From an optimization exercise on the open Yosys and OpenROAD flow, aimed at small area and a short achievable clock period; shortcuts taken in it are not production practice. Only simulation tests tie the RTL to the original design; equivalence was not proved. Power is estimated from default activity; no workload was simulated.

==> design/flow/design.v <==
package mcu_pkg;
    typedef logic [28-1:0]       inst_t;
    typedef logic [12-1:0]       addr_t;
    typedef logic [(12 + 2)-1:0]        ptr_t;
    typedef logic [64-1:0]       data_t;
    typedef logic [6-1:0] upc_t;
    typedef logic [14-1:0]      uinst_t;
    typedef logic [11-1:0]       loop_t;
    typedef enum logic [1:0] {
        ST_IDLE,
        ST_FETCH,
        ST_DECODE,
        ST_EXEC
    } ctrl_state_t;
endpackage
module inst_decoder (
    input  logic                clk,
    input  logic                rstn,
    input  mcu_pkg::inst_t      inst,
    input  logic                inst_valid,
    input  mcu_pkg::data_t      table_data,
    input  logic                done,
    output mcu_pkg::addr_t      table_addr,
    output logic                table_en,
    output mcu_pkg::ptr_t       a_start,
    output mcu_pkg::ptr_t       b_start,
    output mcu_pkg::ptr_t       c_start,
    output mcu_pkg::ptr_t       d_start,
    output logic                ptr_load,
    output logic [3:0]          wen_sel,
    output logic [2:0]          opcode,
    output mcu_pkg::loop_t      loop_0,
    output mcu_pkg::loop_t      loop_1,
    output logic                exec,
    output logic                macs_signal
);
    mcu_pkg::ctrl_state_t state, next_state;
    mcu_pkg::inst_t       inst_reg;
    logic [2:0]           dec_cnt;
    logic                 dec_last;
    assign opcode   = inst_reg[27:25];
    assign dec_last = (state == mcu_pkg::ST_DECODE) && (dec_cnt == 3'(6 - 1));
    assign ptr_load = dec_last;    
    assign exec     = (state == mcu_pkg::ST_EXEC);
    always_ff @(posedge clk or negedge rstn) begin
        if (!rstn) begin
            state <= mcu_pkg::ST_IDLE;
        end else begin
            state <= next_state;
        end
    end
    always_comb begin
        next_state = state;
        case (state)
            mcu_pkg::ST_IDLE:   next_state = mcu_pkg::ST_FETCH;
            mcu_pkg::ST_FETCH:  if (inst_valid) next_state = mcu_pkg::ST_DECODE;
            mcu_pkg::ST_DECODE: if (dec_last) next_state = mcu_pkg::ST_EXEC;
            mcu_pkg::ST_EXEC:   if (done) next_state = mcu_pkg::ST_IDLE;
            default:            next_state = mcu_pkg::ST_IDLE;
        endcase
    end
    always_ff @(posedge clk or negedge rstn) begin
        if (!rstn) begin
            inst_reg <= '0;
            dec_cnt  <= '0;
        end else begin
            if (state == mcu_pkg::ST_IDLE) begin
                inst_reg <= '0;
            end else if (state == mcu_pkg::ST_FETCH && inst_valid) begin
                inst_reg <= inst;
            end
            dec_cnt <= (state == mcu_pkg::ST_DECODE) ? dec_cnt + 3'd1 : 3'd0;
        end
    end
    always_ff @(posedge clk or negedge rstn) begin
        if (!rstn) begin
            table_addr <= '0;
            table_en   <= 1'b0;
            a_start    <= '0;
            b_start    <= '0;
            c_start    <= '0;
            d_start    <= '0;
            wen_sel    <= '0;
        end else if (state == mcu_pkg::ST_IDLE) begin
            table_addr <= '0;
            table_en   <= 1'b0;
            a_start    <= '0;
            b_start    <= '0;
            c_start    <= '0;
            d_start    <= '0;
            wen_sel    <= '0;
        end else if (state == mcu_pkg::ST_DECODE) begin
            case (dec_cnt)
                3'd0: begin
                    table_addr <= mcu_pkg::addr_t'(inst_reg[24:21]);
                    table_en   <= 1'b1;
                end
                3'd1: table_addr <= mcu_pkg::addr_t'(inst_reg[20:17]);
                3'd2: begin
                    table_addr <= mcu_pkg::addr_t'(inst_reg[16:13]);
                    a_start    <= table_data[(12 + 2)-1:0];
                end
                3'd3: begin
                    b_start  <= table_data[(12 + 2)-1:0];
                    table_en <= 1'b0;
                end
                3'd4: begin
                    c_start <= table_data[(12 + 2)-1:0];
                    d_start <= {table_data[(12 + 2)-1], ~table_data[12],
                                table_data[12-1:0]};   
                end
                3'd5: wen_sel <= 4'b0001 << d_start[(12 + 2)-1:12];
                default: ;
            endcase
        end
    end
    always_ff @(posedge clk or negedge rstn) begin
        if (!rstn) begin
            loop_0      <= '0;
            loop_1      <= '0;
            macs_signal <= 1'b0;
        end else if (state == mcu_pkg::ST_IDLE) begin
            loop_0      <= '0;
            loop_1      <= '0;
            macs_signal <= 1'b0;
        end else if (state == mcu_pkg::ST_DECODE && dec_cnt == 3'd0 && opcode == 3'b100) begin
            loop_0      <= mcu_pkg::loop_t'(inst_reg[11:6]);    
            loop_1      <= mcu_pkg::loop_t'(2);
            macs_signal <= inst_reg[12];
        end
    end
endmodule
module uinst_rom (
    input  logic              clk,
    input  mcu_pkg::upc_t     upc,
    output mcu_pkg::uinst_t   uinst
);
    mcu_pkg::uinst_t word;
    always_comb begin
        word = '0;
        case (upc)
            0: word[0] = 1'b1;    
            4: word[1] = 1'b1;
            4 + 1: word[2] = 1'b1;
            4 + 2: begin
                word[5]    = 1'b1;
                word[7]  = 1'b1;
                word[8]  = 1'b1;
                word[4] = 1'b1;
            end
            4 + 3: begin
                word[6]    = 1'b1;    
                word[9]  = 1'b1;
                word[10]  = 1'b1;
                word[3] = 1'b1;
            end
            4 + 4: word[0] = 1'b1;
            default: word = '0;
        endcase
    end
    always_ff @(posedge clk) begin
        uinst <= word;
    end
endmodule
module useq (
    input  logic              clk,
    input  logic              rstn,
    input  logic              exec,
    input  logic [2:0]        opcode,
    input  mcu_pkg::loop_t    loop_0,
    input  mcu_pkg::loop_t    loop_1,
    input  mcu_pkg::uinst_t   uinst,
    output mcu_pkg::upc_t     upc,
    output logic              inc_a,
    output logic              inc_b,
    output logic              inc_c,
    output logic              inc_d,
    output logic              mac_en,
    output logic              mem_wen,
    output logic              done
);
    logic            exec_q;
    logic            start;
    logic            run;        
    mcu_pkg::upc_t   cur_pc;     
    mcu_pkg::upc_t   loop_start [2];
    mcu_pkg::loop_t  loop_rem [2];
    mcu_pkg::loop_t  loop_cnt [2];
    logic [1:0]      mark;
    logic [1:0]      take;
    assign start       = exec & ~exec_q;
    assign loop_cnt[0] = loop_0;
    assign loop_cnt[1] = loop_1;
    assign mark        = {uinst[2], uinst[1]} & {2{run}};
    assign take[1]     = run & uinst[4] & (loop_rem[1] != '0);
    assign take[0]     = run & uinst[3] & (loop_rem[0] != '0) & ~take[1];
    always_comb begin
        if (start) begin
            upc = (opcode == 3'b100) ? mcu_pkg::upc_t'(4) : '0;
        end else if (!run) begin
            upc = cur_pc;
        end else if (take[1]) begin
            upc = loop_start[1];
        end else if (take[0]) begin
            upc = loop_start[0];
        end else begin
            upc = cur_pc + 1'b1;
        end
    end
    always_ff @(posedge clk or negedge rstn) begin
        if (!rstn) begin
            exec_q <= 1'b0;
            run    <= 1'b0;
            cur_pc <= '0;
            for (int k = 0; k < 2; k++) begin
                loop_start[k] <= '0;
                loop_rem[k]   <= '0;
            end
        end else begin
            exec_q <= exec;
            run    <= start | (run & ~done);
            cur_pc <= upc;
            for (int k = 0; k < 2; k++) begin
                if (mark[k]) begin
                    loop_start[k] <= cur_pc + 1'b1;    
                    loop_rem[k]   <= loop_cnt[k] - 1'b1;
                end else if (take[k]) begin
                    loop_rem[k] <= loop_rem[k] - 1'b1;
                end
            end
        end
    end
    assign inc_a   = run & uinst[7];
    assign inc_b   = run & uinst[8];
    assign inc_c   = run & uinst[9];
    assign inc_d   = run & uinst[10];
    assign mac_en  = run & uinst[5];
    assign mem_wen = run & uinst[6];
    assign done    = run & uinst[0];
endmodule
module agu (
    input  logic            clk,
    input  logic            rstn,
    input  logic            ptr_load,
    input  mcu_pkg::ptr_t   a_start,
    input  mcu_pkg::ptr_t   b_start,
    input  mcu_pkg::ptr_t   c_start,
    input  mcu_pkg::ptr_t   d_start,
    input  logic            inc_a,
    input  logic            inc_b,
    input  logic            inc_c,
    input  logic            inc_d,
    output mcu_pkg::ptr_t   a_ptr,
    output mcu_pkg::ptr_t   b_ptr,
    output mcu_pkg::ptr_t   c_ptr,
    output mcu_pkg::ptr_t   d_ptr
);
    mcu_pkg::ptr_t start_v [4];
    mcu_pkg::ptr_t ptr_q [4];
    logic [3:0]    inc;
    assign start_v[0] = a_start;
    assign start_v[1] = b_start;
    assign start_v[2] = c_start;
    assign start_v[3] = d_start;
    assign inc        = {inc_d, inc_c, inc_b, inc_a};
    always_ff @(posedge clk or negedge rstn) begin
        if (!rstn) begin
            for (int k = 0; k < 4; k++) ptr_q[k] <= '0;
        end else begin
            for (int k = 0; k < 4; k++) begin
                if (ptr_load) begin
                    ptr_q[k] <= start_v[k];
                end else if (inc[k]) begin
                    ptr_q[k][12-1:0] <= ptr_q[k][12-1:0] + 1'b1;   
                end
            end
        end
    end
    assign a_ptr = ptr_q[0];
    assign b_ptr = ptr_q[1];
    assign c_ptr = ptr_q[2];
    assign d_ptr = ptr_q[3];
endmodule
module mem_bus (
    input  mcu_pkg::addr_t  table_addr,
    input  logic            table_en,
    input  mcu_pkg::ptr_t   a_ptr,
    input  mcu_pkg::ptr_t   b_ptr,
    input  mcu_pkg::ptr_t   c_ptr,
    input  mcu_pkg::ptr_t   d_ptr,
    input  mcu_pkg::data_t  rd_data_0,
    input  mcu_pkg::data_t  rd_data_1,
    input  mcu_pkg::data_t  rd_data_2,
    input  mcu_pkg::data_t  rd_data_3,
    output mcu_pkg::addr_t  mem_addr_0,
    output mcu_pkg::addr_t  mem_addr_1,
    output mcu_pkg::addr_t  mem_addr_2,
    output mcu_pkg::addr_t  mem_addr_3,
    output mcu_pkg::data_t  a_data,
    output mcu_pkg::data_t  b_data,
    output mcu_pkg::data_t  c_data
);
    mcu_pkg::ptr_t  ptr_v [4];
    mcu_pkg::addr_t addr_v [4];
    mcu_pkg::data_t rd_v [4];
    assign ptr_v[0] = a_ptr;
    assign ptr_v[1] = b_ptr;
    assign ptr_v[2] = c_ptr;
    assign ptr_v[3] = d_ptr;
    assign rd_v[0]  = rd_data_0;
    assign rd_v[1]  = rd_data_1;
    assign rd_v[2]  = rd_data_2;
    assign rd_v[3]  = rd_data_3;
    always_comb begin
        for (int p = 0; p < 4; p++) begin
            addr_v[p] = '0;
            for (int s = 0; s < 4; s++) begin
                if (ptr_v[s][(12 + 2)-1:12] == 2'(p)) begin
                    addr_v[p] = ptr_v[s][12-1:0];
                end
            end
        end
        if (table_en) addr_v[0] = table_addr;    
    end
    assign mem_addr_0 = addr_v[0];
    assign mem_addr_1 = addr_v[1];
    assign mem_addr_2 = addr_v[2];
    assign mem_addr_3 = addr_v[3];
    assign a_data = rd_v[a_ptr[(12 + 2)-1:12]];
    assign b_data = rd_v[b_ptr[(12 + 2)-1:12]];
    assign c_data = rd_v[c_ptr[(12 + 2)-1:12]];
endmodule
module matrix_ctrl (
    input  logic            clk,
    input  logic            rstn,
    input  mcu_pkg::inst_t  inst,
    input  logic            inst_valid,
    input  mcu_pkg::data_t  mem_rd_data_0,
    input  mcu_pkg::data_t  mem_rd_data_1,
    input  mcu_pkg::data_t  mem_rd_data_2,
    input  mcu_pkg::data_t  mem_rd_data_3,
    output mcu_pkg::addr_t  mem_addr_0,
    output mcu_pkg::addr_t  mem_addr_1,
    output mcu_pkg::addr_t  mem_addr_2,
    output mcu_pkg::addr_t  mem_addr_3,
    output logic            mem_wr_en_0,
    output logic            mem_wr_en_1,
    output logic            mem_wr_en_2,
    output logic            mem_wr_en_3,
    output mcu_pkg::data_t  a_data,
    output mcu_pkg::data_t  b_data,
    output mcu_pkg::data_t  c_data,
    output logic            macs_en,
    output logic            macs_signal,
    output logic            finish
);
    mcu_pkg::addr_t  table_addr;
    logic            table_en;
    mcu_pkg::ptr_t   a_start, b_start, c_start, d_start;
    mcu_pkg::ptr_t   a_ptr, b_ptr, c_ptr, d_ptr;
    logic            ptr_load;
    logic [3:0]      wen_sel;
    logic [2:0]      opcode;
    mcu_pkg::loop_t  loop_0, loop_1;
    logic            exec;
    mcu_pkg::upc_t   upc;
    mcu_pkg::uinst_t uinst;
    logic            inc_a, inc_b, inc_c, inc_d;
    logic            mem_wen;
    assign mem_wr_en_0 = mem_wen & wen_sel[0];
    assign mem_wr_en_1 = mem_wen & wen_sel[1];
    assign mem_wr_en_2 = mem_wen & wen_sel[2];
    assign mem_wr_en_3 = mem_wen & wen_sel[3];
    inst_decoder inst_decoder_inst (
        .clk(clk), .rstn(rstn), .inst(inst), .inst_valid(inst_valid),
        .table_data(mem_rd_data_0), .done(finish),
        .table_addr(table_addr), .table_en(table_en),
        .a_start(a_start), .b_start(b_start), .c_start(c_start), .d_start(d_start),
        .ptr_load(ptr_load), .wen_sel(wen_sel), .opcode(opcode),
        .loop_0(loop_0), .loop_1(loop_1), .exec(exec), .macs_signal(macs_signal)
    );
    useq useq_inst (
        .clk(clk), .rstn(rstn), .exec(exec), .opcode(opcode),
        .loop_0(loop_0), .loop_1(loop_1), .uinst(uinst), .upc(upc),
        .inc_a(inc_a), .inc_b(inc_b), .inc_c(inc_c), .inc_d(inc_d),
        .mac_en(macs_en), .mem_wen(mem_wen), .done(finish)
    );
    uinst_rom uinst_rom_inst (
        .clk(clk), .upc(upc), .uinst(uinst)
    );
    agu agu_inst (
        .clk(clk), .rstn(rstn), .ptr_load(ptr_load),
        .a_start(a_start), .b_start(b_start), .c_start(c_start), .d_start(d_start),
        .inc_a(inc_a), .inc_b(inc_b), .inc_c(inc_c), .inc_d(inc_d),
        .a_ptr(a_ptr), .b_ptr(b_ptr), .c_ptr(c_ptr), .d_ptr(d_ptr)
    );
    mem_bus mem_bus_inst (
        .table_addr(table_addr), .table_en(table_en),
        .a_ptr(a_ptr), .b_ptr(b_ptr), .c_ptr(c_ptr), .d_ptr(d_ptr),
        .rd_data_0(mem_rd_data_0), .rd_data_1(mem_rd_data_1),
        .rd_data_2(mem_rd_data_2), .rd_data_3(mem_rd_data_3),
        .mem_addr_0(mem_addr_0), .mem_addr_1(mem_addr_1),
        .mem_addr_2(mem_addr_2), .mem_addr_3(mem_addr_3),
        .a_data(a_data), .b_data(b_data), .c_data(c_data)
    );
endmodule
==> design/flow/run.sh <==
#!/bin/bash
# synth_recipe.tcl (not shown) runs the flow's synth.tcl, then flattens the netlist and writes it again
# the make line also repeats each setting of config.mk as NAME=value (left out here)
make -C /OpenROAD-flow-scripts/flow DESIGN_CONFIG=/design/flow/config.mk WORK_HOME=/design/flow/orfs CLKGATE_MAP_FILE= SYNTH_SCRIPT=/design/flow/synth_recipe.tcl finish
==> design/flow/config.mk <==
export PLATFORM = sky130hd
export DESIGN_NAME = matrix_ctrl
export DESIGN_NICKNAME = matrix_ctrl
export VERILOG_FILES = /design/flow/design.v
export SDC_FILE = /design/flow/constraint.sdc
export NUM_CORES = 4
export LEC_CHECK = 0
export CAP_MARGIN = 20
export CORE_MARGIN = 2
export CORE_UTILIZATION = 40
export PLACE_DENSITY = 0.6
export SETUP_SLACK_MARGIN = 1.0
export SLEW_MARGIN = 20
==> design/flow/constraint.sdc <==
create_clock -name core_clock -period 3.5 [get_ports {clk}]
set_input_delay 0.7000 -clock core_clock [delete_from_list [all_inputs] [get_ports {clk}]]
set_output_delay 0.7000 -clock core_clock [all_outputs]
set_load 0.01 [all_outputs]
==> results.txt <==
status timing/DRC/antenna clean; area grow syn2layout 61.1%; H-tree lvl count 4; Combinational Power Share 0.478; cell at the root of the clock tree clkbuf_16; clock latency on the worst-skew pair 0.45 ns; Buffers on Ports 527; dpl ws 0.265 ns; Max Buffers Root-to-Sink 2; max FFs per register 55; VDD IR max 0.439 mV; Die Wd 197 um; min cycle time layout 2.94 ns; skew final 0.0105 ns; DRT iter0 DRCs 1724; Slew @ Worst Pin 1.06 ns; number of buffers created by CTS 17; clk slew on worst S/H paths 0.08 ns; kind of critical path register to output pin; register area share after synthesis 0.316; Int Power 6.18 mW; hpwl dp 62000 um; Initial Utilization 0.407; pin count of the biggest net entering global routing 56; Post-synth EDFFs 0; setup_tns 0 ns; Hold Crit Class input port to async pin; fin cells 2640; vias per cell 6.22; critical path data arrival time 2.24 ns; vias 16420; Residual DRC 0; crit end category output pin; initial antenna violation count 71; Cell Pwr Density 434 nW/um^2; R2R Setup Slk 1.04 ns; first-pass iteration count of the detailed router 5; CP Max Fanout 5; Max-Slew Margin vs Limit 0.289; Mapped Cells 1446; TritonCTS clock tree built; Reg power frac 0.327; Seq cells post-synth 189; FFs w/ async S/R, synth 0.974; Yosys cell types 63; YS warnings 13; Worst Slack Setup Final 0.556 ns; core area 36600 um^2; main flop type after synthesis dfrtp_1; final instance area 24000 um^2; Post-CTS Hold Buffers 0; CP Data Required Time 2.80 ns; Routed Antenna Nets 0; GPL Wtd Cong 0.982; Rows 70; GRT Util Overall 0.424; global route overflow 0; post-synth net total 1749; global-route wire length before repair 114000 um; fmax 0.340 GHz; share of post-route cells with drive strength above 1 0.376; I/O Pins 534; unrepaired setup endpoints after global routing true; Psw 4.23 mW; Die ar. 38800 um^2; Max Cap Viol 0; Mapped Avg Cell Area 10.3 um^2; CP Launch Type register; sw frac 0.406; Sink Count 189; clock share of power 0.195; period utilisation layout 0.841; vias in the first global route 15298; Setup violations, final 0; Detailed Route WL 86200 um; Hold Fails Final Rpt 0; Placed Cells 2370; max-slew violations 0; Routed WL per cell 32.7 um; die span in y 197 um; Nets 2410; placed cell area 20800 um^2; Post-Synthesis Cell Area 14900 um^2; Lkg Pwr 10.2 nW
==> what timing repair did <==
action | 4_1_cts | 5_1_grt
setup endpoints to repair | 255 | 266
resized for setup | 560 | 616
cloned | 19 | 12
pin swaps | 19 | 37
buffers inserted | 59 | 96
==> critical path, cell delays in order, from the launching register on <==
cell and delay [ns]:
dfrtp_4 0.50, buf_4 0.16, clkbuf_16 0.15, bufbuf_16 0.27, buf_4 0.13, mux4_2 0.42
buf_2 0.17
==> cell families after synthesis <==
| logic type | share of synthesized area |
|---|---|
| compound gates | 0.147 |
| xor+xnor | 0.0353 |
| fa+ha+maj | 0.0134 |
| buf+inv | 0.0410 |
| flops | 0.316 |
| mux | 0.305 |
| simple gates | 0.142 |
==> worst paths after layout <==
kind / start / endpoint / cells after the start
min reg2reg: uinst_rom_inst.uinst[0] / useq_inst.run / 1
max reg2reg: useq_inst.loop_rem[0][6] / uinst_rom_inst.uinst[0] / 7
max in group asynchronous: rstn / inst_decoder_inst.a_start[4] / 2
max: agu_inst.ptr_q[2][12] / c_data[19] / 6
min in group core_clock: uinst_rom_inst.uinst[0] / useq_inst.run / 1
min: rstn / agu_inst.ptr_q[2][8] / 1
==> layer usage <==
metal  share of wire  global-route usage
met1            0.34               0.477
met2            0.46               0.671
met3            0.13               0.180
met4           0.066               0.255
met5          0.0020                   0
==> placed cells by master (no fill, tap or decap), types with 12 or more instances in the layout <==
cell type / count
clkdlybuf4s50_1: 269
nand2_1: 205
mux4_2: 192
dfrtp_1: 176
buf_4: 129
a21oi_1: 126
nor2_1: 117
buf_6: 110
clkbuf_2: 106
diode_2: 52
buf_2: 42
o21ai_0: 38
a22oi_1: 33
inv_1: 32
a22o_1: 31
buf_12: 31
xor2_1: 30
xnor2_1: 30
clkbuf_16: 28
buf_16: 22
dlymetal6s2s_1: 20
o21ai_1: 19
nor3_1: 18
o21ai_2: 18
and3_1: 16
dlygate4sd2_1: 16
ha_1: 15
nand2b_1: 14
or3_1: 12
nand4_1: 12
==> metrics by stage <==
step	utilization	power [mW]	hold slack [ns]
after global routing	0.654	10.9	0.209
after detailed placement	0.569	7.78	0.435
final	0.655	10.4	0.181
after floorplan	-	5.71	0.400
after global placement	0.569	7.71	0.422
after CTS	0.616	9.86	0.188
==> synth_stat cells (all sizes together) (6+ instances only) <==
master  instances  share of area
a21oi         133          0.045
a221oi         13         0.0081
a22o           34          0.020
a22oi          41          0.021
a31oi           6         0.0025
and2           10         0.0042
and3           16         0.0067
buf            30         0.0080
clkbuf         98          0.025
dfrtp         184           0.31
ha             16          0.013
inv            33         0.0083
mux2            9         0.0068
mux2i          11         0.0074
mux4          192           0.29
nand2         208          0.052
nand2b         15         0.0065
nand3          11         0.0037
nand4          12         0.0050
nor2          119          0.030
nor2b          11         0.0046
nor3           26         0.0087
nor3b           6         0.0030
nor4            7         0.0048
o21ai          77          0.026
o31ai           9         0.0073
or3            12         0.0050
or4             6         0.0038
xnor2          30          0.018
xor2           30          0.018
==> power groups by stage <==
| stage | clock (mW) | sequential [mW] | combinational, mW |
|---|---|---|---|
| floorplan | 0 | 3.11 | 2.60 |
| global placement | 0 | 3.36 | 4.35 |
| detailed placement | 0 | 3.38 | 4.39 |
| CTS | 2.04 | 3.36 | 4.47 |
| global route | 2.11 | 3.47 | 5.28 |
| finish | 2.03 | 3.40 | 4.97 |
==> cell type report <==
cell class	instances	area (um^2)
antenna	52	130
clock buffer	23	498
clock inverter	9	98.8
fill	3020	12600
inverter	33	129
multi-input combinational	1096	10100
sequential	189	4730
tap	468	586
timing repair buffer	770	7750

re-timing with driven ports:
Ports are ideal in the flow. The routed layout listed here was re-timed in OpenROAD. Step 1 sets driving cells, clkbuf_16 on the clock port and buf_2 on the other inputs (assumed; they add their load-dependent delay and slew). Step 2 moves the port delays by t, midway between the first and last clock arrival at a register: inputs arrive t later, outputs are due t later. That takes back most of the time a late clock gives input paths. a / b / c = ideal / step 1 / step 2; a / b = the first two.
t (ns): 0.500
slack for setup (ns): 0.556 / 0.503 / 0.705
worst setup path at the end: input to output
worst slew at a driven data input, ns: 0.28
After both steps this run still meets setup and hold. For this run, drivers alone change the setup slack by -0.053 ns; drivers and shift together by +0.149 ns.
